Source: an optimization exercise on an open RTL-to-GDS flow (aim: small area, a short achievable clock period and few clock cycles per item). Production flows keep margins and buffers that such runs may drop. Where RTL was checked, it was by simulation tests only, not by an equivalence proof against the original. Power figures rest on the tool's default switching activity, not on a simulated workload.

==> module unsorted_set_table, before the edit <==
module unsorted_set_table (
	input  logic                          clk,
	input  logic                          arst_n,
	input  logic                          req_valid,
	output logic                          req_ready,
	input  logic [1:0]                    req_action,
	input  logic [ust_pkg::VAL_W-1:0]     req_value,
	output logic                          rsp_valid,
	input  logic                          rsp_ready,
	output logic                          rsp_hit,
	output logic                          rsp_full_res,
	output logic [ust_pkg::OUT_CNT_W-1:0] rsp_entry_count
);
	localparam int DEPTH = ust_pkg::DEPTH;
	localparam int RES_W = ust_pkg::RES_W;
	logic                      accept;
	logic [DEPTH-1:0]          we;
	logic [DEPTH-1:0]          eq;
	logic                      eq_prev;
	logic [ust_pkg::VAL_W-1:0] b_value_q;
	assign accept = req_valid && req_ready;
	for (genvar i = 0; i < DEPTH; i++) begin : g_cell
		ust_cell u_cell (
			.clk   (clk),
			.we    (we[i]),
			.wdata (b_value_q),
			.key   (req_value),
			.eq    (eq[i])
		);
	end
	assign eq_prev = (req_value == b_value_q);
	logic                      b_valid_q;
	logic [1:0]                b_act_q;
	logic [DEPTH-1:0]          b_eq_q;
	always_ff @(posedge clk or negedge arst_n) begin
		if (!arst_n) begin
			b_valid_q <= 1'b0;
		end else begin
			b_valid_q <= accept;
		end
	end
	always_ff @(posedge clk) begin
		b_act_q   <= req_action;
		b_value_q <= req_value;
		b_eq_q    <= (eq & ~we) | (we & {DEPTH{eq_prev}});
	end
	logic [DEPTH-1:0]          valid_q;
	logic [DEPTH-1:0]          valid_d;
	logic [ust_pkg::CNT_W-1:0] count_q;
	logic [ust_pkg::CNT_W-1:0] count_d;
	logic [DEPTH-1:0]          match;
	logic [DEPTH-1:0]          match_first;
	logic [DEPTH-1:0]          free_first;
	logic                      any;
	logic                      full;
	logic                      hit_d;
	logic                      full_d;
	function automatic logic [DEPTH-1:0] lowest(input logic [DEPTH-1:0] v);
		logic [DEPTH-1:0] below;
		below = {v[DEPTH-2:0], 1'b0};
		for (int s = 1; s < DEPTH; s = s * 2) begin
			below = below | (below << s);
		end
		lowest = v & ~below;
	endfunction
	assign match       = b_eq_q & valid_q;
	assign any         = |match;
	assign match_first = lowest(match);
	assign free_first  = lowest(~valid_q);
	assign full        = count_q[ust_pkg::CNT_W-1];
	always_comb begin
		valid_d = valid_q;
		count_d = count_q;
		we      = '0;
		hit_d   = 1'b0;
		full_d  = 1'b0;
		unique case (b_act_q)
			ust_pkg::ACT_ADD: begin
				if (full) begin
					full_d = 1'b1;
				end else begin
					we      = free_first;
					valid_d = valid_q | free_first;
					count_d = count_q + ust_pkg::CNT_W'(1);
					hit_d   = 1'b1;
				end
			end
			ust_pkg::ACT_CONTAINS: begin
				hit_d = any;
			end
			ust_pkg::ACT_REMOVE: begin
				if (any) begin
					valid_d = valid_q & ~match_first;
					count_d = count_q - ust_pkg::CNT_W'(1);
					hit_d   = 1'b1;
				end
			end
			default: begin
				valid_d = '0;
				count_d = '0;
			end
		endcase
		if (!b_valid_q) begin
			valid_d = valid_q;
			count_d = count_q;
			we      = '0;
		end
	end
	always_ff @(posedge clk or negedge arst_n) begin
		if (!arst_n) begin
			valid_q <= '0;
			count_q <= '0;
		end else begin
			valid_q <= valid_d;
			count_q <= count_d;
		end
	end
	localparam int QN = 4;
	logic [RES_W-1:0] res_q;
	logic             res_v_q;
	logic [RES_W-1:0] q_q [QN];
	logic [QN-1:0]    v_q;
	logic [QN-1:0]    v_d;
	logic             take;
	logic [2:0]       pend_q;
	logic [2:0]       pend_d;
	logic             block_q;
	always_ff @(posedge clk or negedge arst_n) begin
		if (!arst_n) begin
			res_v_q <= 1'b0;
		end else begin
			res_v_q <= b_valid_q;
		end
	end
	always_ff @(posedge clk) begin
		res_q <= {hit_d, full_d, ust_pkg::OUT_CNT_W'(count_d)};
	end
	assign take = v_q[0] && rsp_ready;
	always_comb begin
		for (int k = 0; k < QN; k++) begin
			if (take) begin
				v_d[k] = ((k + 1 < QN) ? v_q[(k + 1) % QN] : 1'b0)
				      || (res_v_q && ((k == 0) || v_q[k]));
			end else begin
				v_d[k] = v_q[k] || (res_v_q && ((k == 0) || v_q[(k + QN - 1) % QN]));
			end
		end
	end
	always_ff @(posedge clk or negedge arst_n) begin
		if (!arst_n) begin
			v_q <= '0;
		end else begin
			v_q <= v_d;
		end
	end
	always_ff @(posedge clk) begin
		for (int k = 0; k < QN; k++) begin
			if (take) begin
				if ((k + 1 < QN) && v_q[(k + 1) % QN]) q_q[k] <= q_q[(k + 1) % QN];
				else q_q[k] <= res_q;
			end else begin
				if (!v_q[k]) q_q[k] <= res_q;
			end
		end
	end
	always_comb begin
		pend_d = pend_q;
		if (accept && !take) pend_d = pend_q + 3'd1;
		if (!accept && take) pend_d = pend_q - 3'd1;
	end
	always_ff @(posedge clk or negedge arst_n) begin
		if (!arst_n) begin
			pend_q  <= '0;
			block_q <= 1'b0;
		end else begin
			pend_q  <= pend_d;
			block_q <= (pend_d == 3'(QN));
		end
	end
	assign req_ready       = !block_q;
	assign rsp_valid       = v_q[0];
	assign rsp_hit         = q_q[0][RES_W-1];
	assign rsp_full_res    = q_q[0][RES_W-2];
	assign rsp_entry_count = q_q[0][ust_pkg::OUT_CNT_W-1:0];
endmodule
clock: 5.0 ns
lec_check: 0
cap_margin: 20
core_margin: 2
core_utilization: 40
place_density: 0.6
setup_slack_margin: 3.0
slew_margin: 20
run.sh (not shown) runs the stock make flow with config.mk's settings and CLKGATE_MAP_FILE= SYNTH_SCRIPT=/design/flow/synth_recipe.tcl, a recipe that flattens the netlist after the stock synthesis.
Next try:
--- a/flow/design.v
+++ b/flow/design.v
@@ -41,9 +41,22 @@
 	localparam int RES_W = ust_pkg::RES_W;
 	logic                      accept;
+	logic                      a_valid_q;
+	logic [1:0]                a_act_q;
+	logic [ust_pkg::VAL_W-1:0] a_value_q;
+	assign accept = req_valid && req_ready;
+	always_ff @(posedge clk or negedge arst_n) begin
+		if (!arst_n) begin
+			a_valid_q <= 1'b0;
+		end else begin
+			a_valid_q <= accept;
+		end
+	end
+	always_ff @(posedge clk) begin
+		a_act_q   <= req_action;
+		a_value_q <= req_value;
+	end
 	logic [DEPTH-1:0]          we;
 	logic [DEPTH-1:0]          eq;
-	logic                      eq_prev;
 	logic [ust_pkg::VAL_W-1:0] b_value_q;
-	assign accept = req_valid && req_ready;
 	for (genvar i = 0; i < DEPTH; i++) begin : g_cell
 		ust_cell u_cell (
@@ -51,23 +64,27 @@
 			.we    (we[i]),
 			.wdata (b_value_q),
-			.key   (req_value),
+			.key   (a_value_q),
 			.eq    (eq[i])
 		);
 	end
-	assign eq_prev = (req_value == b_value_q);
 	logic                      b_valid_q;
 	logic [1:0]                b_act_q;
 	logic [DEPTH-1:0]          b_eq_q;
+	logic                      b_eq_prev_q;
+	logic [DEPTH-1:0]          we_q;
 	always_ff @(posedge clk or negedge arst_n) begin
 		if (!arst_n) begin
 			b_valid_q <= 1'b0;
-		end else begin
-			b_valid_q <= accept;
-		end
-	end
-	always_ff @(posedge clk) begin
-		b_act_q   <= req_action;
-		b_value_q <= req_value;
-		b_eq_q    <= (eq & ~we) | (we & {DEPTH{eq_prev}});
+			we_q      <= '0;
+		end else begin
+			b_valid_q <= a_valid_q;
+			we_q      <= we;
+		end
+	end
+	always_ff @(posedge clk) begin
+		b_act_q     <= a_act_q;
+		b_value_q   <= a_value_q;
+		b_eq_q      <= eq;
+		b_eq_prev_q <= (a_value_q == b_value_q);
 	end
 	logic [DEPTH-1:0]          valid_q;
@@ -90,5 +107,5 @@
 		lowest = v & ~below;
 	endfunction
-	assign match       = b_eq_q & valid_q;
+	assign match       = ((b_eq_q & ~we_q) | (we_q & {DEPTH{b_eq_prev_q}})) & valid_q;
 	assign any         = |match;
 	assign match_first = lowest(match);
@@ -142,5 +159,5 @@
 		end
 	end
-	localparam int QN = 4;
+	localparam int QN = 5;
 	logic [RES_W-1:0] res_q;
 	logic             res_v_q;
The new run finished with timing, DRC and antenna clean.
Sequential cell count rises by 60.
Die area rises by 4.9%.
Utilization falls by 3.3 points.
Routed wire length falls by 6.4%.
First-iteration DRC count falls by 29%.
Design area falls by 1.8%.
Global-route usage falls by 1.6 points.
No functional check of the RTL was part of any run of this note.

---

unsorted_set_table, a different RTL version from the one above (not shown whole).
For scale: about 1,900 cells after synthesis, roughly 670 flip-flops, ~28,000 um2 of cells after synthesis.
==> module unsorted_set_table, before the edit <==
module unsorted_set_table (
	input  logic                          clk,
	input  logic                          arst_n,
	input  logic                          req_valid,
	output logic                          req_ready,
	input  logic [1:0]                    req_action,
	input  logic [ust_pkg::VAL_W-1:0]     req_value,
	output logic                          rsp_valid,
	input  logic                          rsp_ready,
	output logic                          rsp_hit,
	output logic                          rsp_full_res,
	output logic [ust_pkg::OUT_CNT_W-1:0] rsp_entry_count
);
	localparam int DEPTH = ust_pkg::DEPTH;
	localparam int SLOTS = DEPTH + 1;
	localparam int RES_W = ust_pkg::RES_W;
	function automatic logic [SLOTS-1:0] lowest(input logic [SLOTS-1:0] v);
		logic [SLOTS-1:0] below;
		below[0] = 1'b0;
		for (int i = 1; i < SLOTS; i++) begin
			below[i] = below[i-1] | v[i-1];
		end
		lowest = v & ~below;
	endfunction
	logic                      accept;
	logic                      take_add;
	logic [SLOTS-1:0]          valid_q;
	logic [SLOTS-1:0]          valid_d;
	logic [ust_pkg::CNT_W-1:0] count_q;
	logic [ust_pkg::CNT_W-1:0] count_d;
	logic                      full_q;
	logic                      full_d;
	logic                      last_q;
	logic                      last_d;
	logic                      b_add_q;
	logic                      b_con_q;
	logic                      b_rem_q;
	logic                      b_clr_q;
	logic [SLOTS-1:0]          b_eq_q;
	logic [SLOTS-1:0]          b_slot_q;
	logic [SLOTS-1:0]          slot_q;
	logic [SLOTS-1:0]          slot_d;
	logic                      add_ok;
	assign accept   = req_valid && req_ready;
	assign take_add = accept && (req_action == ust_pkg::ACT_ADD);
	logic [SLOTS-1:0]          eq;
	logic [SLOTS-1:0]          held;
	logic [SLOTS-1:0]          claim;
	logic [SLOTS-1:0]          free_1;
	logic [SLOTS-1:0]          free_2;
	logic [SLOTS-1:0]          we;
	for (genvar i = 0; i < SLOTS; i++) begin : g_cell
		ust_cell u_cell (
			.clk   (clk),
			.we    (we[i]),
			.wdata (req_value),
			.key   (req_value),
			.eq    (eq[i])
		);
	end
	assign claim  = add_ok ? b_slot_q : '0;
	assign held   = valid_q | claim;
	assign free_1 = lowest(~held);
	assign free_2 = lowest(~held & ~slot_q);
	assign we     = slot_q & ~claim;
	always_comb begin
		if (b_clr_q) begin
			slot_d = slot_q[0] ? SLOTS'(2) : SLOTS'(1);
		end else begin
			slot_d = (|free_2) ? free_2 : free_1;
		end
	end
	always_ff @(posedge clk or negedge arst_n) begin
		if (!arst_n) begin
			slot_q <= SLOTS'(1);
		end else begin
			slot_q <= slot_d;
		end
	end
	always_ff @(posedge clk or negedge arst_n) begin
		if (!arst_n) begin
			b_add_q   <= 1'b0;
			b_con_q   <= 1'b0;
			b_rem_q   <= 1'b0;
			b_clr_q   <= 1'b0;
		end else begin
			b_add_q   <= take_add;
			b_con_q   <= accept && (req_action == ust_pkg::ACT_CONTAINS);
			b_rem_q   <= accept && (req_action == ust_pkg::ACT_REMOVE);
			b_clr_q   <= accept && (req_action == ust_pkg::ACT_CLEAR);
		end
	end
	always_ff @(posedge clk) begin
		b_eq_q   <= eq;
		b_slot_q <= slot_q;
	end
	logic [SLOTS-1:0]          match;
	logic [SLOTS-1:0]          match_first;
	logic                      any;
	logic                      rem_ok;
	logic [ust_pkg::CNT_W-1:0] count_inc;
	logic [ust_pkg::CNT_W-1:0] count_dec;
	logic                      hit_d;
	logic                      res_full_d;
	assign match       = b_eq_q & valid_q;
	assign any         = |match;
	assign match_first = lowest(match);
	assign add_ok      = b_add_q && !full_q;
	assign rem_ok      = b_rem_q && any;
	assign count_inc   = count_q + ust_pkg::CNT_W'(1);
	assign count_dec   = count_q - ust_pkg::CNT_W'(1);
	assign valid_d = b_clr_q ? '0
	               : ((valid_q & ~(b_rem_q ? match_first : '0)) | (add_ok ? b_slot_q : '0));
	assign count_d = b_clr_q ? '0 : (add_ok ? count_inc : (rem_ok ? count_dec : count_q));
	assign hit_d   = add_ok || ((b_con_q || b_rem_q) && any);
	assign res_full_d = b_add_q && full_q;
	assign full_d  = !b_clr_q && (add_ok ? last_q : (rem_ok ? 1'b0 : full_q));
	assign last_d  = !b_clr_q && (add_ok ? (count_q == ust_pkg::CNT_W'(DEPTH - 2))
	                          : (rem_ok ? full_q : last_q));
	always_ff @(posedge clk or negedge arst_n) begin
		if (!arst_n) begin
			valid_q <= '0;
			count_q <= '0;
			full_q  <= 1'b0;
			last_q  <= 1'b0;
		end else begin
			valid_q <= valid_d;
			count_q <= count_d;
			full_q  <= full_d;
			last_q  <= last_d;
		end
	end
	localparam int QN = 4;
	logic [RES_W-1:0] res_q;
	logic             res_v_q;
	logic [RES_W-1:0] q_q [QN];
	logic [QN-1:0]    v_q;
	logic [QN-1:0]    v_d;
	logic             take;
	logic [2:0]       pend_q;
	logic [2:0]       pend_d;
	logic             block_q;
	logic             head_q;
	logic [QN-1:0]    vh;
	always_ff @(posedge clk or negedge arst_n) begin
		if (!arst_n) begin
			res_v_q <= 1'b0;
		end else begin
			res_v_q <= b_add_q || b_con_q || b_rem_q || b_clr_q;
		end
	end
	always_ff @(posedge clk) begin
		res_q <= {hit_d, res_full_d, ust_pkg::OUT_CNT_W'(count_d)};
	end
	assign vh   = {v_q[QN-1:1], head_q};
	assign take = head_q && rsp_ready;
	always_comb begin
		for (int k = 0; k < QN; k++) begin
			if (take) begin
				v_d[k] = ((k + 1 < QN) ? vh[(k + 1) % QN] : 1'b0)
				      || (res_v_q && ((k == 0) || vh[k]));
			end else begin
				v_d[k] = vh[k] || (res_v_q && ((k == 0) || vh[(k + QN - 1) % QN]));
			end
		end
	end
	always_ff @(posedge clk or negedge arst_n) begin
		if (!arst_n) begin
			v_q    <= '0;
			head_q <= 1'b0;
		end else begin
			v_q    <= v_d;
			head_q <= |v_d;
		end
	end
	always_ff @(posedge clk) begin
		for (int k = 0; k < QN; k++) begin
			if (take) begin
				if ((k + 1 < QN) && vh[(k + 1) % QN]) q_q[k] <= q_q[(k + 1) % QN];
				else q_q[k] <= res_q;
			end else begin
				if (!vh[k]) q_q[k] <= res_q;
			end
		end
	end
	always_comb begin
		pend_d = pend_q;
		if (accept && !take) pend_d = pend_q + 3'd1;
		if (!accept && take) pend_d = pend_q - 3'd1;
	end
	always_ff @(posedge clk or negedge arst_n) begin
		if (!arst_n) begin
			pend_q  <= '0;
			block_q <= 1'b0;
		end else begin
			pend_q  <= pend_d;
			block_q <= (pend_d == 3'(QN));
		end
	end
	assign req_ready       = !block_q;
	assign rsp_valid       = v_q[0];
	assign rsp_hit         = q_q[0][RES_W-1];
	assign rsp_full_res    = q_q[0][RES_W-2];
	assign rsp_entry_count = q_q[0][ust_pkg::OUT_CNT_W-1:0];
endmodule
clock: 5.0 ns
lec_check: 0
cap_margin: 20
core_margin: 2
core_utilization: 65
cts_buf_list: sky130_fd_sc_hd__clkbuf_8 sky130_fd_sc_hd__clkbuf_16
cts_cluster_diameter: 70
cts_cluster_size: 25
place_density: 0.75
setup_slack_margin: 2.88
slew_margin: 20
Rerun with:
--- a/flow/design.v
+++ b/flow/design.v
@@ -57,8 +57,9 @@
 	logic                      full_q;
 	logic                      full_d;
 	logic                      last_q;
 	logic                      last_d;
+	logic                      b_valid_q;
 	logic                      b_add_q;
 	logic                      b_con_q;
 	logic                      b_rem_q;
 	logic                      b_clr_q;
@@ -70,31 +71,27 @@
 	assign accept   = req_valid && req_ready;
 	assign take_add = accept && (req_action == ust_pkg::ACT_ADD);
 	logic [SLOTS-1:0]          eq;
 	logic [SLOTS-1:0]          held;
-	logic [SLOTS-1:0]          claim;
 	logic [SLOTS-1:0]          free_1;
 	logic [SLOTS-1:0]          free_2;
-	logic [SLOTS-1:0]          we;
 	for (genvar i = 0; i < SLOTS; i++) begin : g_cell
 		ust_cell u_cell (
 			.clk   (clk),
-			.we    (we[i]),
+			.we    (slot_q[i]),
 			.wdata (req_value),
 			.key   (req_value),
 			.eq    (eq[i])
 		);
 	end
-	assign claim  = add_ok ? b_slot_q : '0;
-	assign held   = valid_q | claim;
+	assign held   = valid_q | (add_ok ? b_slot_q : '0);
 	assign free_1 = lowest(~held);
 	assign free_2 = lowest(~held & ~slot_q);
-	assign we     = slot_q & ~claim;
 	always_comb begin
 		if (b_clr_q) begin
-			slot_d = slot_q[0] ? SLOTS'(2) : SLOTS'(1);
-		end else begin
-			slot_d = (|free_2) ? free_2 : free_1;
+			slot_d = (take_add && slot_q[0]) ? SLOTS'(2) : SLOTS'(1);
+		end else begin
+			slot_d = take_add ? free_2 : free_1;
 		end
 	end
 	always_ff @(posedge clk or negedge arst_n) begin
 		if (!arst_n) begin
@@ -104,13 +101,15 @@
 		end
 	end
 	always_ff @(posedge clk or negedge arst_n) begin
 		if (!arst_n) begin
+			b_valid_q <= 1'b0;
 			b_add_q   <= 1'b0;
 			b_con_q   <= 1'b0;
 			b_rem_q   <= 1'b0;
 			b_clr_q   <= 1'b0;
 		end else begin
+			b_valid_q <= accept;
 			b_add_q   <= take_add;
 			b_con_q   <= accept && (req_action == ust_pkg::ACT_CONTAINS);
 			b_rem_q   <= accept && (req_action == ust_pkg::ACT_REMOVE);
 			b_clr_q   <= accept && (req_action == ust_pkg::ACT_CLEAR);
@@ -165,48 +164,43 @@
 	logic             take;
 	logic [2:0]       pend_q;
 	logic [2:0]       pend_d;
 	logic             block_q;
-	logic             head_q;
-	logic [QN-1:0]    vh;
 	always_ff @(posedge clk or negedge arst_n) begin
 		if (!arst_n) begin
 			res_v_q <= 1'b0;
 		end else begin
-			res_v_q <= b_add_q || b_con_q || b_rem_q || b_clr_q;
+			res_v_q <= b_valid_q;
 		end
 	end
 	always_ff @(posedge clk) begin
 		res_q <= {hit_d, res_full_d, ust_pkg::OUT_CNT_W'(count_d)};
 	end
-	assign vh   = {v_q[QN-1:1], head_q};
-	assign take = head_q && rsp_ready;
+	assign take = v_q[0] && rsp_ready;
 	always_comb begin
 		for (int k = 0; k < QN; k++) begin
 			if (take) begin
-				v_d[k] = ((k + 1 < QN) ? vh[(k + 1) % QN] : 1'b0)
-				      || (res_v_q && ((k == 0) || vh[k]));
+				v_d[k] = ((k + 1 < QN) ? v_q[(k + 1) % QN] : 1'b0)
+				      || (res_v_q && ((k == 0) || v_q[k]));
 			end else begin
-				v_d[k] = vh[k] || (res_v_q && ((k == 0) || vh[(k + QN - 1) % QN]));
+				v_d[k] = v_q[k] || (res_v_q && ((k == 0) || v_q[(k + QN - 1) % QN]));
 			end
 		end
 	end
 	always_ff @(posedge clk or negedge arst_n) begin
 		if (!arst_n) begin
-			v_q    <= '0;
-			head_q <= 1'b0;
-		end else begin
-			v_q    <= v_d;
-			head_q <= |v_d;
+			v_q <= '0;
+		end else begin
+			v_q <= v_d;
 		end
 	end
 	always_ff @(posedge clk) begin
 		for (int k = 0; k < QN; k++) begin
 			if (take) begin
-				if ((k + 1 < QN) && vh[(k + 1) % QN]) q_q[k] <= q_q[(k + 1) % QN];
+				if ((k + 1 < QN) && v_q[(k + 1) % QN]) q_q[k] <= q_q[(k + 1) % QN];
 				else q_q[k] <= res_q;
 			end else begin
-				if (!vh[k]) q_q[k] <= res_q;
+				if (!v_q[k]) q_q[k] <= res_q;
 			end
 		end
 	end
 	always_comb begin
Outcome:
- via count falls by a few percent
- worst setup slack improves by 280 ps
- design area shrinks slightly
- sequential power decreases slightly
- register-to-register slack improves by 280 ps
- non-clock buffer count goes down by 21
- clock-buffer cell count goes up by 1
- power is lower by a few percent
- synthesized area came out lower slightly
- first-iteration DRC count fell by about a fifth
- worst hold slack improved by 33 ps
- critical path depth decreases by 3
- cell count goes down by a few percent
Testbench counts after the change, summed over its fixed seeds: cycles 9,624, ops 9,600.
The RTL of the first run of this note was laid out without a check of its function.

==> static timing again, ports no longer ideal <==
The flow's constraints put no driver on any port. The routed layouts listed below were extracted and timed again, unchanged, in two steps. Step 1 (the two cells are an assumption about what drives the block):
set clk [get_ports {clk}]
set_driving_cell -lib_cell sky130_fd_sc_hd__clkbuf_16 $clk
set_driving_cell -lib_cell sky130_fd_sc_hd__buf_2 [delete_from_list [all_inputs] $clk]
Step 2 also shifts input and output timing later by t, the mid clock arrival at the registers, as if the neighbouring blocks saw the same clock. a / b / c = no drivers / after step 1 / after step 2; a / b = the first two.
run | t, ns | setup WS [ns] | hold WS [ns] | latest minus earliest clock arrival (ns) | worst register clock-pin slew, ns
the first run of note 1 | 0.681 | 2.818 / 2.806 / 2.207 | 0.470 / 0.470 / 0.470 | 0.034 / 0.034 | 0.07 / 0.07
the second run of note 1 | 0.665 | 2.679 / 2.679 / 2.367 | 0.339 / 0.339 / 0.339 | 0.035 / 0.034 | 0.07 / 0.07
the first run of note 2 | 0.619 | 2.518 / 2.518 / 2.351 | 0.325 / 0.291 / 0.396 | 0.023 / 0.022 | 0.10 / 0.10
the second run of note 2 | 0.623 | 2.795 / 2.795 / 2.210 | 0.358 / 0.358 / 0.358 | 0.038 / 0.038 | 0.10 / 0.10
After both steps every run listed still meets setup and hold. The setup slack of the first run of note 1, which loses most, moves by -0.012 ns with the drivers and by -0.611 ns with both steps.
